Source: an optimization exercise on an open RTL-to-GDS flow (aim: small area and a short achievable clock period). Production flows keep margins and buffers that such runs may drop. No functional check of the RTL was part of any run shown here. No activity file was given, so power comes from the tool's default toggle rates.

**design.v**
```verilog
module lif_update_core (
    input  logic signed [15:0] lh,
    input  logic [1:0]         rh,
    input  logic signed [15:0] h,
    input  logic signed [15:0] pd,
    input  logic               hit,
    output logic               fire,
    output logic signed [15:0] v_next,
    output logic [1:0]         refr_next,
    output logic signed [15:0] h_add
);
    logic signed [16:0] s_hp;    
    logic signed [16:0] s_lh;    
    logic signed [17:0] s_lhp;   
    logic               ovp, ovn;
    logic               fire_h, fire_p;
    logic signed [15:0] a_eff;
    logic signed [16:0] s_v;
    logic signed [15:0] p;
    always_comb begin
        s_hp   = {h[15], h} + {pd[15], pd};
        s_lh   = {lh[15], lh} + {h[15], h};
        s_lhp  = {{2{lh[15]}}, lh} + {{2{h[15]}}, h} + {{2{pd[15]}}, pd};
        ovp    = (s_hp[16:15] == 2'b01);
        ovn    = (s_hp[16:15] == 2'b10);
        h_add  = ovp ? 16'sh7fff : ovn ? 16'sh8000 : s_hp[15:0];
        fire_h = (s_lh >= 17'sd4096);
        fire_p = ovp ? (lh >= -16'sd28671) : ovn ? 1'b0 : (s_lhp >= 18'sd4096);
        fire   = (rh == 2'd0) && (hit ? fire_p : fire_h);
        a_eff  = hit ? h_add : h;
        s_v    = {lh[15], lh} + {a_eff[15], a_eff};
        p      = (s_v[16:15] == 2'b01) ? 16'sh7fff : (s_v[16:15] == 2'b10) ? 16'sh8000 : s_v[15:0];
        v_next = (rh != 2'd0 || fire) ? 16'sd0 : p;
        refr_next = (rh != 2'd0) ? rh - 2'd1 : fire ? 2'd2 : 2'd0;
    end
endmodule
module lif_tdm_scheduler #(
    parameter int N_NEURONS = 32,
    parameter int IDX_W     = $clog2(N_NEURONS)
) (
    input  logic                clk,
    input  logic                rst_n,
    input  logic                tick_in,
    input  logic                i_wr_en,
    input  logic [IDX_W-1:0]    i_wr_idx,
    input  logic signed [15:0]  i_wr_data,
    output logic                busy,
    output logic                done,
    output logic                tick_overrun,
    output logic                spk_valid,
    output logic [IDX_W-1:0]    spk_idx,
    input  logic                spk_ready
);
    localparam int N = N_NEURONS;
    localparam logic [IDX_W-1:0] LAST_IDX = N - 1;
    logic [IDX_W-1:0]   idx;           
    logic               swept;         
    logic signed [15:0] lh;
    logic [1:0]         rh;
    logic signed [15:0] h;
    logic               pv;
    logic [IDX_W-1:0]   pidx;
    logic signed [15:0] pd;
    logic               cq;            
    logic signed [15:0] wb_v;
    logic [1:0]         wb_r;
    logic signed [15:0] ring_l [N];
    logic [1:0]         ring_r [N];
    logic signed [15:0] acc    [N];
    logic [N-1:0]       acc_ok;
    logic               fire, stall, commit, last, hit;
    logic signed [15:0] v_nxt, h_add;
    logic [1:0]         r_nxt;
    assign last = (idx == LAST_IDX);
    assign hit  = pv && (pidx == idx);
    lif_update_core u_core (
        .lh        (lh),
        .rh        (rh),
        .h         (h),
        .pd        (pd),
        .hit       (hit),
        .fire      (fire),
        .v_next    (v_nxt),
        .refr_next (r_nxt),
        .h_add     (h_add)
    );
    assign stall  = fire && spk_valid && !spk_ready;
    assign commit = busy && !stall;
    always_ff @(posedge clk or negedge rst_n) begin
        if (!rst_n) begin
            busy         <= 1'b0;
            done         <= 1'b0;
            tick_overrun <= 1'b0;
            spk_valid    <= 1'b0;
            spk_idx      <= '0;
            idx          <= '0;
            swept        <= 1'b0;
            cq           <= 1'b0;
        end else begin
            done <= 1'b0;
            cq   <= commit;
            if (tick_in && (busy || done))
                tick_overrun <= 1'b1;
            if (spk_valid && spk_ready)
                spk_valid <= 1'b0;
            if (!busy && !done && tick_in)
                busy <= 1'b1;
            if (commit) begin
                idx <= idx + 1'b1;
                if (fire) begin
                    spk_valid <= 1'b1;
                    spk_idx   <= idx;
                end
                if (last) begin
                    busy  <= 1'b0;
                    done  <= 1'b1;
                    swept <= 1'b1;
                end
            end
        end
    end
    logic [IDX_W-1:0]   idx1;
    logic signed [15:0] nx_l;
    logic [1:0]         nx_r;
    logic               nx_ok;
    logic signed [15:0] a_p, a_1, acc_add;
    logic               ap_ovp, ap_ovn;
    logic signed [16:0] s_ap;
    assign idx1  = idx + 1'b1;
    assign nx_ok = swept || last;
    assign nx_l  = cq ? ring_l[2] : ring_l[1];
    assign nx_r  = cq ? ring_r[2] : ring_r[1];
    assign a_p   = acc_ok[pidx] ? acc[pidx] : 16'sd0;
    assign a_1   = acc_ok[idx1] ? acc[idx1] : 16'sd0;
    assign s_ap  = {a_p[15], a_p} + {pd[15], pd};
    assign ap_ovp = (s_ap[16:15] == 2'b01);
    assign ap_ovn = (s_ap[16:15] == 2'b10);
    assign acc_add = ap_ovp ? 16'sh7fff : ap_ovn ? 16'sh8000 : s_ap[15:0];
    always_ff @(posedge clk or negedge rst_n) begin
        if (!rst_n) begin
            lh <= '0;
            rh <= '0;
            h  <= '0;
            pv <= 1'b0;
        end else begin
            pv <= i_wr_en;
            if (commit) begin
                lh <= nx_ok ? nx_l : 16'sd0;
                rh <= nx_ok ? nx_r : 2'd0;
                h  <= (pv && pidx == idx1) ? acc_add : a_1;
            end else if (hit) begin
                h  <= h_add;
            end
        end
    end
    always_ff @(posedge clk) begin
        pidx <= i_wr_idx;
        pd   <= i_wr_data;
        wb_v <= v_nxt;
        wb_r <= r_nxt;
    end
    logic signed [28:0] wb_prod;
    assign wb_prod = ($signed(wb_v) <<< 12) - ($signed(wb_v) <<< 7) - ($signed(wb_v) <<< 5) - ($signed(wb_v) <<< 2);
    always_ff @(posedge clk) begin
        if (cq) begin
            for (int k = 0; k < N - 1; k++) begin
                ring_l[k] <= ring_l[k+1];
                ring_r[k] <= ring_r[k+1];
            end
            ring_l[N-1] <= wb_prod[27:12];
            ring_r[N-1] <= wb_r;
        end
    end
    always_ff @(posedge clk) begin
        for (int k = 0; k < N; k++)
            if (pv && pidx == k)
                acc[k] <= acc_add;
    end
    always_ff @(posedge clk or negedge rst_n) begin
        if (!rst_n)
            acc_ok <= '0;
        else
            for (int k = 0; k < N; k++)
                if (idx == k)
                    acc_ok[k] <= 1'b0;
                else if (pv && pidx == k)
                    acc_ok[k] <= 1'b1;
    end
endmodule
```
**run.sh**
```bash
#!/bin/bash
# synth_recipe.tcl (not shown) runs the flow's synth.tcl, then flattens the netlist and writes it again
# the make line also repeats each setting of config.mk as NAME=value (left out here)
make -C /OpenROAD-flow-scripts/flow DESIGN_CONFIG=/design/flow/config.mk WORK_HOME=/design/flow/orfs CLKGATE_MAP_FILE= SYNTH_SCRIPT=/design/flow/synth_recipe.tcl finish
```
**config.mk**
```make
export PLATFORM = sky130hd
export DESIGN_NAME = lif_tdm_scheduler
export DESIGN_NICKNAME = lif_tdm_scheduler
export VERILOG_FILES = /design/flow/design.v
export SDC_FILE = /design/flow/constraint.sdc
export NUM_CORES = 4
export LEC_CHECK = 0
export CAP_MARGIN = 20
export CORE_MARGIN = 2
export CORE_UTILIZATION = 30
export PLACE_DENSITY = 0.4
export SLEW_MARGIN = 20
```
**constraint.sdc**
```tcl
create_clock -name core_clock -period 13.0 [get_ports {clk}]
set_input_delay 2.6000 -clock core_clock [delete_from_list [all_inputs] [get_ports {clk}]]
set_output_delay 2.6000 -clock core_clock [all_outputs]
set_load 0.01 [all_outputs]
```
==> results of run 1 <==
-- area by class of cell --
cell class | instances | share of cell area
Tap cell | 2218 | 0.0465
Sequential cell | 1192 | 0.584
Clock inverter | 70 | 0.0138
Inverter | 83 | 0.00522
Antenna cell | 3 | 0.000126
Clock buffer | 178 | 0.0621
Timing Repair Buffer | 190 | 0.0256
Multi-Input combinational cell | 2096 | 0.263
-- power by group through the flow --
stage / clock (mW) / combinational, mW / sequential, mW
2_1_floorplan: 0 / 3.29 / 6.70
4_1_cts: 3.96 / 5.75 / 6.62
5_1_grt: 4.11 / 6.21 / 6.71
3_5_place_dp: 0 / 5.72 / 6.67
3_3_place_gp: 0 / 5.75 / 6.67
6_report: 3.86 / 5.90 / 6.59
-- cells by family (layout without fill, tap and decap cells) --
kind of cell / count (synthesis) / in the layout
muxes: 92 / 92
xor gates and xnor gates: 66 / 66
other: 0 / 3
adders and majority gates: 177 / 177
DFF: 1192 / 1192
buffers and inverters: 245 / 521
AOI/OAI and AO/OA: 1043 / 1043
and+or+nand+nor: 718 / 718
-- cell usage in the layout, fill, tap and decap left out, types with 45 or more instances in the layout --
master	count
edfxtp_1	1052
nor2_1	193
nand2_1	181
a22oi_1	179
a21oi_1	159
buf_4	155
clkbuf_16	139
o21ai_0	138
ha_1	123
a22o_1	117
a221oi_1	108
dfrtp_1	81
inv_1	80
nand3_1	63
nand4_1	57
dfxtp_1	56
a31oi_1	48
xnor2_1	45
fa_1	45
-- through the flow --
step                cell area (um^2)  hold slack, ns
floorplan                      51200           0.386
global placement               55100           0.387
detailed placement             55100           0.390
CTS                            59600           0.382
global route                   59600           0.407
finish                         59600           0.386
-- worst paths after layout --
kind / start / to / slack [ns]
max: pidx[0] / acc[21][8] / 5.45
min reg2reg: ring_l[18][5] / ring_l[17][5] / 0.39
min: ring_l[18][5] / ring_l[17][5] / 0.39
max reg2reg: pidx[0] / acc[21][8] / 5.45
max in group asynchronous: rst_n / cq / 9.95
min in group asynchronous: rst_n / idx[0] / 1.70
-- metal layers --
layer	up-vias	wire [um]	part of all wire	global-route usage
met5	-	81	0.00038	0
met4	12	14200	0.066	0.135
met3	659	21000	0.097	0.0685
met2	2213	92200	0.43	0.361
met1	18100	88200	0.41	0.321
li1	14479	-	-	-
-- flip-flops by register name, indices dropped and copies added, names as in the netlist, 2 cells and up --
register  count
pidx          5
idx           5
rh            2
ring_l      496
wb_v         16
wb_r          2
spk_idx       5
pd           16
h            16
acc_ok       32
ring_r       62
acc         512
lh           16
==> results by group, run 1 <==
Run status
  – Outcome: complete, no violations

Power and ir drop
  – Pwr Density: 274 nW/um^2
  – P_int: 10.1 mW
  – Sw frac: 0.384
  – Leak Pwr: 20.7 nW
  – Net Sw Power: 6.28 mW
  – VDD IR-drop max: 0.161 mV
  – Total power: 16.3 mW
  – Reg power frac: 0.403
  – Clock share of power: 0.236
  – Share of total power in combinational logic: 0.361

Detailed routing
  – Residual DRC: 0
  – Drt pass-1 iters: 7
  – Antenna viol nets, final: 0
  – Routed WL per cell: 35.8 um
  – Detailed Route WL: 216 mm
  – Mean number of vias per cell: 5.88
  – Initial DRC Count: 5460
  – Vias: 35.5k

Setup path
  – Worst Path Class, Setup: reg -> reg
  – Worst Path Required: 13.42 ns
  – Slowest Stage Delay on Critical Path: 1.07 ns
  – Top delay family on crit path: compound AO/OA/AOI/OAI gates
  – Arrival @ worst endpoint: 7.97 ns
  – Critical Path Start Type: register
  – Worst Path Max Fanout: 32
  – Crit path cell chain: nor2_1 -> nand3_1 -> nor2_1 -> buf_4 -> a22o_1 -> a221oi_1 -> nand4_1 -> o22ai_1 -> nor2_1 -> ha_1 -> nand4_1 -> a21oi_1 -> o21ai_0 -> o21ai_1 -> a211oi_1 -> xnor2_2 -> maj3_1
  – CP max-delay cell: dfxtp_1
  – Worst R2R Path Depth: 17
  – Worst path most repeated cell: nor2_1
  – Crit. path cell count: 17
  – CP bufs+invs: 1
  – Setup crit end kind: register

Timing
  – Setup TNS: 0 ns
  – Fin crit period: 7.55 ns
  – Fmax: 0.132 GHz
  – Slew Limit Headroom: 0.163
  – Worst clock skew: 0.0560 ns
  – RSZ-0062 raised after global routing: no
  – Final setup viols: 0
  – Slack of the critical path: 5.45 ns
  – Hold Fails Final Rpt: 0
  – Max Slew Vio Count: 0
  – Slew @ Worst Pin: 1.26 ns
  – Fin crit share: 0.581

Synth
  – Adder-cell share of the synthesized area: 0.0494
  – EDFF count, synth: 1052
  – Synth Area in Simple Gates: 0.0667
  – Synth top area share: 0.617
  – Prevailing post-synth register cell: edfxtp_1
  – Post-synth net total: 3728
  – Cell taking the most area after synthesis: edfxtp_1
  – Compound-cell area share of the yosys netlist: 0.149
  – Syn avg cell area: 14.5 um^2
  – Asr flop ratio synth: 0.0696
  – Top post-synthesis cells by area: edfxtp_1 62%, dfrtp_1 4.1%, ha_1 3.0%
  – Synth Instances: 3533
  – Seq/Total Area, Yosys: 0.679
  – Seq cells post-synth: 1192
  – Yosys warning count: 5
  – Post-Synth XOR/XNOR Area: 0.0113
  – Post-synth top cells: 1052 x edfxtp_1, 228 x nor2_1, 181 x nand2_1
  – Largest family of logic cells by synthesized area: compound AO/OA/AOI/OAI gates
  – Count leader, synth: edfxtp_1
  – Post-synthesis cell area: 51200 um^2
  – Mux share of post-synthesis cell area: 0.0244
  – Synth cell types: 108

CTS
  – Postcts setup bufs: 0
  – Cts bufs inserted: 139
  – Hold-fix buffers, CTS: 0
  – H-tree depth: 4
  – TritonCTS clock tree: yes
  – Root buf cell: clkbuf_16
  – Total clock sinks: 1192
  – Max clock buf depth: 3
  – Clock latency (worst-skew pair): 0.81 ns
  – Worst-path clk slew: 0.06 ns
  – Post-cts resize count: 0

Finish
  – Final Util: 0.352
  – Nets: 3897
  – Post-route insts no fill: 6030
  – Area delta synth->final: 16.4%
  – Layout cells sized above 1: 0.145
  – Multi-input logic area: 15700 um^2
  – Register area: 34800 um^2
  – Filler Cell Count: 16.3k

Global routing
  – Pin count of the biggest net entering global routing: 184
  – Grt ovf: 0
  – Vias in the first global route: 34.5k
  – First-pass GRT wire length: 293 mm
  – Initial antenna violation count: 14
  – Total track usage: 0.244

Worst hold path
  – Hold Crit Class: reg -> reg
  – Hold depth: 0

Floorplanning
  – I/O pins: 35
  – Initial Util: 0.302
  – Core Region: 169000 um^2
  – Area of the die: 174000 um^2
  – Die Width: 417 um
  – Row count: 151
  – Die Span Y: 417 um

Place
  – Buffers on Ports: 34
  – GPL Wtd Cong: 0.999
  – HPWL after DPL: 140 mm
  – DP Cell Count: 5778
  – Post-place setup slack: 5.70 ns

Flow run
  – Max-cap violations: 0
==> inputs of run 2 (changes only) <==
--- a/design.v
+++ b/design.v
@@ -63,8 +63,5 @@
     logic signed [15:0] pd;
     logic               cq;            
-    logic signed [15:0] wb_v;
-    logic [1:0]         wb_r;
-    logic signed [15:0] ring_l [N];
-    logic [1:0]         ring_r [N];
+    logic signed [15:0] ring   [N];
     logic signed [15:0] acc    [N];
     logic [N-1:0]       acc_ok;
@@ -121,6 +118,7 @@
     end
     logic [IDX_W-1:0]   idx1;
-    logic signed [15:0] nx_l;
+    logic signed [15:0] nx_v, nx_vz;
     logic [1:0]         nx_r;
+    logic signed [28:0] nx_prod;
     logic               nx_ok;
     logic signed [15:0] a_p, a_1, acc_add;
@@ -129,6 +127,8 @@
     assign idx1  = idx + 1'b1;
     assign nx_ok = swept || last;
-    assign nx_l  = cq ? ring_l[2] : ring_l[1];
-    assign nx_r  = cq ? ring_r[2] : ring_r[1];
+    assign nx_v  = cq ? ring[1] : ring[0];
+    assign nx_r  = (nx_v == 16'sh7fff) ? 2'd1 : (nx_v == 16'sh7ffe) ? 2'd2 : 2'd0;
+    assign nx_vz = (nx_r != 2'd0) ? 16'sd0 : nx_v;
+    assign nx_prod = ($signed(nx_vz) <<< 12) - ($signed(nx_vz) <<< 7) - ($signed(nx_vz) <<< 5) - ($signed(nx_vz) <<< 2);
     assign a_p   = acc_ok[pidx] ? acc[pidx] : 16'sd0;
     assign a_1   = acc_ok[idx1] ? acc[idx1] : 16'sd0;
@@ -146,5 +146,5 @@
             pv <= i_wr_en;
             if (commit) begin
-                lh <= nx_ok ? nx_l : 16'sd0;
+                lh <= nx_ok ? nx_prod[27:12] : 16'sd0;
                 rh <= nx_ok ? nx_r : 2'd0;
                 h  <= (pv && pidx == idx1) ? acc_add : a_1;
@@ -157,18 +157,11 @@
         pidx <= i_wr_idx;
         pd   <= i_wr_data;
-        wb_v <= v_nxt;
-        wb_r <= r_nxt;
     end
-    logic signed [28:0] wb_prod;
-    assign wb_prod = ($signed(wb_v) <<< 12) - ($signed(wb_v) <<< 7) - ($signed(wb_v) <<< 5) - ($signed(wb_v) <<< 2);
     always_ff @(posedge clk) begin
-        if (cq) begin
-            for (int k = 0; k < N - 1; k++) begin
-                ring_l[k] <= ring_l[k+1];
-                ring_r[k] <= ring_r[k+1];
-            end
-            ring_l[N-1] <= wb_prod[27:12];
-            ring_r[N-1] <= wb_r;
-        end
+        if (cq)
+            for (int k = 0; k < N - 1; k++)
+                ring[k] <= ring[k+1];
+        if (commit)
+            ring[N-1] <= (r_nxt == 2'd1) ? 16'sh7fff : (r_nxt == 2'd2) ? 16'sh7ffe : v_nxt;
     end
     always_ff @(posedge clk) begin
--- a/config.mk
+++ b/config.mk
@@ -8,5 +8,7 @@
 export CAP_MARGIN = 20
 export CORE_MARGIN = 2
-export CORE_UTILIZATION = 30
-export PLACE_DENSITY = 0.4
+export CORE_UTILIZATION = 60
+export CTS_BUF_LIST = sky130_fd_sc_hd__clkbuf_4 sky130_fd_sc_hd__clkbuf_8
+export CTS_CLUSTER_SIZE = 30
+export PLACE_DENSITY = 0.7
 export SLEW_MARGIN = 20
==> run 2 against run 1 <==
Compared with the run above:
- still clean
- maximum frequency fell by 2.8%
- non-clock buffer count grew 4
- critical path depth increased by 4
- sequential cell count shrank 64
- synthesized area down 5.0%
- total power increased by 7.3%
- synthesized cell count decreased by 6.6%
- critical endpoint is now lh[15]
==> results by group, run 2 <==
Global routing
  – First-pass GRT wire length: 266 mm
  – Initial antenna violation count: 12
  – Total track usage: 0.466
  – Pin count of the biggest net entering global routing: 98
  – Grt ovf: 0
  – Vias in the first global route: 35.4k

Place
  – Buffers on Ports: 34
  – HPWL after DPL: 123 mm
  – Placed Area: 51400 um^2
  – GPL Wtd Cong: 1.11
  – DP Cell Count: 4418
  – Post-place setup slack: 5.11 ns

Power and ir drop
  – P_int: 10.1 mW
  – Share of total power in combinational logic: 0.449
  – Leak Pwr: 19.9 nW
  – Reg power frac: 0.363
  – Net Sw Power: 7.44 mW
  – VDD IR-drop max: 0.282 mV
  – Sw frac: 0.424
  – Clock share of power: 0.188
  – Pwr Density: 317 nW/um^2
  – Total power: 17.5 mW

Detailed routing
  – Initial DRC Count: 6974
  – Residual DRC: 0
  – Antenna viol nets, final: 0
  – Vias: 36.5k
  – Routed WL per cell: 40.7 um
  – Mean number of vias per cell: 7.69
  – Drt pass-1 iters: 10
  – Detailed Route WL: 193 mm

Finish
  – Post-route insts no fill: 4748
  – Filler Cell Count: 5203
  – Nets: 3726
  – Largest registers: acc (512), ring (512), acc_ok (32)
  – Register area: 33100 um^2
  – Most common cell after layout, fill and taps aside: edfxtp_1
  – Area delta synth->final: 13.7%
  – Multi-input logic area: 15000 um^2
  – Most frequent cells in the layout: 1008 x edfxtp_1, 181 x clkbuf_8, 180 x a22oi_1
  – Layout cells sized above 1: 0.169
  – Final Util: 0.688
  – Post-layout instance area: 55300 um^2

Run status
  – Outcome: complete, no violations

CTS
  – Max clock buf depth: 3
  – Total clock sinks: 1128
  – Post-cts resize count: 0
  – Root buf cell: clkbuf_8
  – Cts bufs inserted: 173
  – H-tree depth: 4
  – Postcts setup bufs: 0
  – TritonCTS clock tree: yes
  – Worst-path clk slew: 0.07 ns
  – Clock latency (worst-skew pair): 0.89 ns
  – Hold-fix buffers, CTS: 0

Synth
  – Asr flop ratio synth: 0.0736
  – Top post-synthesis cells by area: edfxtp_1 62%, dfrtp_1 4.3%, ha_1 3.1%
  – Synth Instances: 3299
  – Seq cells post-synth: 1128
  – Post-synth net total: 3491
  – Post-synthesis cell area: 48700 um^2
  – Cell taking the most area after synthesis: edfxtp_1
  – Prevailing post-synth register cell: edfxtp_1
  – EDFF count, synth: 1008
  – Count leader, synth: edfxtp_1
  – Yosys warning count: 4
  – Synth top area share: 0.622
  – Seq/Total Area, Yosys: 0.680
  – Synth cell types: 100
  – Post-synth top cells: 1008 x edfxtp_1, 182 x nor2_1, 180 x a22oi_1
  – Syn avg cell area: 14.7 um^2

Setup path
  – Worst Path Class, Setup: reg -> reg
  – Worst Path Required: 13.80 ns
  – Critical Path Start Type: register
  – Setup crit end kind: register
  – Arrival @ worst endpoint: 8.57 ns
  – Worst Path Max Fanout: 97

Timing
  – RSZ-0062 raised after global routing: no
  – Hold Fails Final Rpt: 0
  – Hold_ws: 0.409 ns
  – Slew Limit Headroom: 0.101
  – Slew @ Worst Pin: 1.35 ns
  – Setup TNS: 0 ns
  – Fmax: 0.129 GHz
  – Final setup viols: 0
  – Max Slew Vio Count: 0
  – Fin crit share: 0.598
  – Worst clock skew: 0.0512 ns
  – Slack of the critical path: 5.23 ns
  – Fin crit period: 7.77 ns

Floorplanning
  – Die Span Y: 289 um
  – Area of the die: 83400 um^2
  – Core Region: 80400 um^2
  – I/O pins: 35
  – Row count: 104
  – Initial Util: 0.605
  – Die Width: 289 um

Flow run
  – Max-cap violations: 0

Worst hold path
  – Hold Crit Class: reg -> reg
[run 2: routing by layer]
metal / wire [um] / vias to the layer above / global-route usage
met4: 20000 / 14 / 0.361
met3: 30600 / 1367 / 0.197
met2: 81800 / 3757 / 0.679
li1: - / 13807 / -
met5: 231 / - / 0.0153
met1: 60700 / 17550 / 0.546
[run 2: cell type report]
type                            count  share of cell area
Sequential cell                  1128               0.598
Multi-Input combinational cell   1927               0.272
Clock buffer                      215              0.0497
Timing Repair Buffer              194              0.0287
Tap cell                         1060              0.0240
Clock inverter                    107              0.0195
Inverter                          110             0.00747
Antenna cell                        7            0.000317
[run 2: logic make-up (layout without fill, tap and decap cells)]
group	count (synthesis)	count (layout)	share of synthesized area
muxes	103	103	0.0274
DFF	1128	1128	0.680
and+or+nand+nor	701	701	0.0713
AOI/OAI and AO/OA	898	898	0.141
other	0	7	0
buffers and inverters	244	626	0.0205
adders and majority gates	171	171	0.0505
xor gates and xnor gates	54	54	0.00972
[run 2: path summary, 6_finish.rpt]
check	depth (start not counted)	to	slack, ns	startpoint
setup / recovery	21	lh[15]	5.23	cq
hold / removal	0	ring[28][0]	0.41	ring[29][0]
setup reg to reg	21	lh[15]	5.23	cq
hold reg to reg	0	ring[28][0]	0.41	ring[29][0]
max in group asynchronous	2	cq	10.07	rst_n
min in group asynchronous	1	spk_idx[3]	1.68	rst_n
[run 2: power by group through the flow]
stage / clock (mW) / combinational (mW) / sequential (mW)
finish: 3.30 / 7.88 / 6.36
CTS: 3.31 / 7.46 / 6.35
floorplan: 0 / 4.63 / 6.18
global placement: 0 / 7.14 / 6.26
global route: 3.46 / 8.20 / 6.43
detailed placement: 0 / 7.36 / 6.36
[run 2: worst max-delay path, cell delays in order (launching register included)]
cell       delay (ns)
dfrtp_4          0.83
buf_6            0.69
mux2i_1          0.33
nor4_1           0.30
and3_1           0.25
and2_0           0.63
inv_1            0.28
nand2_1          0.24
inv_1            0.14
fa_1             0.53
inv_1            0.05
fa_1             0.45
ha_1             0.38
a21o_1           0.22
a21oi_1          0.21
o21ai_0          0.20
a21o_1           0.25
a211o_1          0.31
a2111oi_0        0.70
nor4b_1          0.16
a2111oi_0        0.33
mux2_2           0.22

==> separate check: timing with driven ports <==
No port has a modelled driver above. Below, the same layouts with a new extraction and two added sets of constraints. Step 1 assumes that a clkbuf_16 drives the clock port and a buf_2 every other input. Step 2 times the ports against the registers' clock, not the clock port: input delays grow and output delays shrink by t, the midpoint of the rising clock arrivals with the driver on. Slacks: ideal ports / drivers / drivers and shift; pairs: ideal ports / drivers.
run	t, ns	slack for setup (ns)	worst setup path after step 2	worst register clock-pin slew, ns	cell pins on the clock port's net
run 1	0.866	5.450 / 5.450 / 5.450	register to register	0.07 / 0.07	1
run 2	0.925	5.231 / 5.231 / 5.231	register to register	0.10 / 0.10	1
After both steps setup and hold are still met in every run listed.
